Context: an optimization exercise on an open-source flow, tuned for small area, a short achievable clock period and few clock cycles per item. The choices shown serve that exercise and are no tape-out recipe. Only simulation tests tie the RTL to the original design; equivalence was not proved.

## old
## die_temperature_average
module die_temperature_average
#(
    parameter int MAX_WINDOW   = 32,
    parameter int READING_BITS = 12
) (
    input  wire logic                                  aclk,
    input  wire logic                                  aresetn,
    input  wire logic [((2*READING_BITS+7)/8)*8-1:0]   s_tdata,
    input  wire logic                                  s_tuser,
    input  wire logic                                  s_tvalid,
    output logic                                       s_tready,
    output logic [15:0]                                m_tdata,
    output logic                                       m_tuser,
    output logic                                       m_tvalid,
    input  wire logic                                  m_tready,
    input  wire logic                                  psel,
    input  wire logic                                  penable,
    input  wire logic                                  pwrite,
    input  wire logic [3:0]                            paddr,
    input  wire logic [31:0]                           pwdata,
    output logic [31:0]                                prdata,
    output logic                                       pready
);
Size in the first run: ~11,000 cells after synthesis, about 1,300 flip-flops, about 120 I/O pins.
Settings: LEC_CHECK=0, ABC_AREA=1, CAP_MARGIN=20, CORE_MARGIN=2, CORE_UTILIZATION=60, SETUP_SLACK_MARGIN=2.0, SLEW_MARGIN=20, TNS_END_PERCENT=0; clock period 6.0 ns.
run.sh (not shown) runs the stock make flow with config.mk's settings and CLKGATE_MAP_FILE= SYNTH_SCRIPT=/design/flow/synth_recipe.tcl, a recipe that flattens the netlist after the stock synthesis.
Testbench counts of old, summed over its fixed seeds: cycles 1,824, items 1,280.
Relative to old, the following input files were edited for new:
- setting CTS_CLUSTER_DIAMETER to 100 for the first time
- changing CORE_UTILIZATION from 60 to 40
- setting CTS_CLUSTER_SIZE to 30 for the first time
==> comparison <==
The cell type of the slowest stage on the worst timing path comes out edfxtp_1 in one run and buf_4 in the other, namely in old and new respectively. In the flow results for old and new, the via count is smaller on new. Looking at timing endpoint of the critical path, the g_es[14] result is from new; the u_cdiv.g_row[4].g_reg.rem_r[0] one comes from old. new has count of H-tree levels built during CTS below what old had. On count of buffering cells on the critical path with inverters included: between old and new, it ends up lower for new.

---

Another version of the RTL of die_temperature_average (not shown whole).
For scale: roughly 120 I/O pins, about 89,000 um2 of cells after synthesis.
make LEC_CHECK=0 ABC_AREA=1 CAP_MARGIN=10 CORE_MARGIN=2 CORE_UTILIZATION=40 CTS_CLUSTER_DIAMETER=100 CTS_CLUSTER_SIZE=24 SETUP_SLACK_MARGIN=2.0 SLEW_MARGIN=10 TNS_END_PERCENT=0 finish   # period 6.0 ns
Testbench counts at the start, summed over its fixed seeds: cycles 1,792, items 1,280.
==> next run, changes <==
Settings changed: CAP_MARGIN 10 to 20, PLACE_DENSITY from default to 0.8, SLEW_MARGIN 10 to 20.
Result: The changed run ran to the end with no violations; non-clock buffer count came out lower by 88; die area does not change; worst hold slack is worse by 0.0032 ns.
==> next run, changes <==
Settings changed: PLACE_DENSITY 0.8 to 0.7.
Outcome: Wire length barely changes; clock skew hardly moves; worst setup slack gains 0.039 ns; cell count increases slightly; worst hold slack gains 0.0095 ns; count of clock-buffer cells in the layout decreases by 5; utilization increases by 0.49 points.
==> next run, changes <==
Settings changed: CTS_CLUSTER_DIAMETER 100 to default, CTS_CLUSTER_SIZE 24 to default, PLACE_DENSITY 0.7 to default.
The changed run finished with timing, DRC and antenna clean.
Setup slack degrades by 0.054 ns.
Final area rose by 1.4%.
Count of clock-buffer cells in the layout increases by 98.
Core utilization went up by 0.63 points.
Synthesized area is unchanged.
Routed wire length climbs by 10%.
Global-route usage grows by 2.7 points.

---

== delta ==
Another version of the RTL of die_temperature_average (not shown whole).
Size: roughly 1,200 flip-flops, roughly 89,000 um^2 of cells after synthesis.
==> flow/config.mk <==
export PLATFORM = sky130hd
export DESIGN_NAME = die_temperature_average
export DESIGN_NICKNAME = die_temperature_average
export VERILOG_FILES = /design/flow/design.v
export SDC_FILE = /design/flow/constraint.sdc
export NUM_CORES = 4
export LEC_CHECK = 0
export ABC_AREA = 1
export CAP_MARGIN = 20
export CORE_MARGIN = 2
export CORE_UTILIZATION = 40
export CTS_CLUSTER_DIAMETER = 100
export CTS_CLUSTER_SIZE = 24
export PLACE_DENSITY = 0.7
export SETUP_SLACK_MARGIN = 2.5
export SLEW_MARGIN = 20
export TNS_END_PERCENT = 0
==> flow/constraint.sdc <==
create_clock -name core_clock -period 6.0 [get_ports {aclk}]
set_input_delay 1.2000 -clock core_clock [delete_from_list [all_inputs] [get_ports {aclk}]]
set_output_delay 1.2000 -clock core_clock [all_outputs]
set_load 0.01 [all_outputs]
delta went all the way through the flow, and no timing, DRC or antenna check failed.
Testbench counts of delta, summed over its fixed seeds: cycles 1,792, items 1,280.
--- input diff delta..epsilon ---
# delta
export LEC_CHECK = 0
export ABC_AREA = 1
export CAP_MARGIN = 20
export CORE_MARGIN = 2
export CORE_UTILIZATION = 40
export CTS_CLUSTER_DIAMETER = 100
export CTS_CLUSTER_SIZE = 24
export PLACE_DENSITY = 0.7
export SETUP_SLACK_MARGIN = 2.5
export SLEW_MARGIN = 20
export TNS_END_PERCENT = 0
create_clock -name core_clock -period 6.0 [get_ports {aclk}]
# epsilon
export LEC_CHECK = 0
export ABC_AREA = 1
export CAP_MARGIN = 20
export CORE_MARGIN = 2
export CORE_UTILIZATION = 40
export CTS_CLUSTER_DIAMETER = 100
export CTS_CLUSTER_SIZE = 24
export PLACE_DENSITY = 0.7
export SETUP_SLACK_MARGIN = 2.0
export SLEW_MARGIN = 20
export TNS_END_PERCENT = 0
create_clock -name core_clock -period 6.0 [get_ports {aclk}]
Findings:
- delta vs epsilon, origin of the worst setup path: u_cdiv.g_row[4].g_reg.rem_r[7] vs u_cdiv.g_row[4].g_reg.rem_r[3]
- In the tables for epsilon and delta, final worst hold slack reads lower with delta.
- Looking at epsilon and delta, the total routing usage reported by global routing is a wash.
- epsilon vs. delta: signed area change from the synthesized netlist to the final layout went down by 1.6 points.
- Going from delta to epsilon, core footprint ~0 delta, share of the clock period used by the worst path after layout rose by 0.95 points, first-pass GRT wire length has decreased.
- epsilon: finished layout cell area lower than delta

---

Another version of the RTL of die_temperature_average (not shown whole).
For scale: roughly 10000 cells after synthesis, roughly 1200 flip-flops, ~0.088 mm2 of cells after synthesis.
clock: 6.0 ns
lec_check: 0
abc_area: 1
cap_margin: 20
core_margin: 2
core_utilization: 40
cts_cluster_diameter: 100
cts_cluster_size: 24
place_density: 0.8
setup_slack_margin: 2.0
slew_margin: 20
tns_end_percent: 0
The starting point finished with timing, DRC and antenna clean.
Testbench counts at the start, summed over its fixed seeds: cycles 1,792, items 1,280.
==> next run, changes <==
Settings changed: PLACE_DENSITY 0.8 to 0.7.
Effect:
- The new run produced a clean layout
- clock-buffer cell count goes down by 3
- register-to-register slack improved by 0.09 ns
- design area barely changes
- wire length went up by 5.1%

port drivers added, routing unchanged:
No port has a modelled driver above. Below, the same layouts with a new extraction and two added sets of constraints.
Step 1 assumes that a clkbuf_16 drives the clock port and a buf_2 every other input.
Step 2, shift: input delay + t, output delay - t, t = (earliest + latest rising clock arrival at the registers) / 2. This alone moves slack from input paths to output paths.
Slacks: no drivers / after step 1 / after step 2; pairs: no drivers / after step 1.
| run | t (ns) | slack for setup (ns) | worst hold slack (ns) | pins driven straight from the clock port |
|---|---|---|---|---|
| old | 0.877 | 1.452 / 1.452 / 1.116 | 0.400 / 0.400 / 0.400 | 1 |
| new | 0.839 | 1.452 / 1.452 / 0.916 | 0.424 / 0.424 / 0.424 | 1 |
| the first run of note 2 | 0.794 | 1.658 / 1.528 / 0.993 | 0.413 / 0.413 / 0.413 | 1 |
| the second run of note 2 | 0.792 | 1.583 / 1.583 / 1.042 | 0.410 / 0.410 / 0.410 | 1 |
| the third run of note 2 | 0.817 | 1.622 / 1.622 / 1.173 | 0.419 / 0.419 / 0.419 | 1 |
| the fourth run of note 2 | 0.881 | 1.568 / 1.433 / 0.981 | 0.405 / 0.405 / 0.405 | 1 |
| delta | 0.803 | 1.623 / 1.623 / 1.081 | 0.417 / 0.417 / 0.417 | 1 |
| epsilon | 0.830 | 1.566 / 1.566 / 1.078 | 0.421 / 0.421 / 0.421 | 1 |
| the first run of note 4 | 0.815 | 1.533 / 1.533 / 1.053 | 0.404 / 0.404 / 0.404 | 1 |
| the second run of note 4 | 0.837 | 1.622 / 1.459 / 0.949 | 0.423 / 0.423 / 0.423 | 1 |
After both steps setup and hold are still met in every run listed. For the second run of note 4, which loses most, drivers alone change the setup slack by -0.163 ns; drivers and shift together by -0.673 ns.
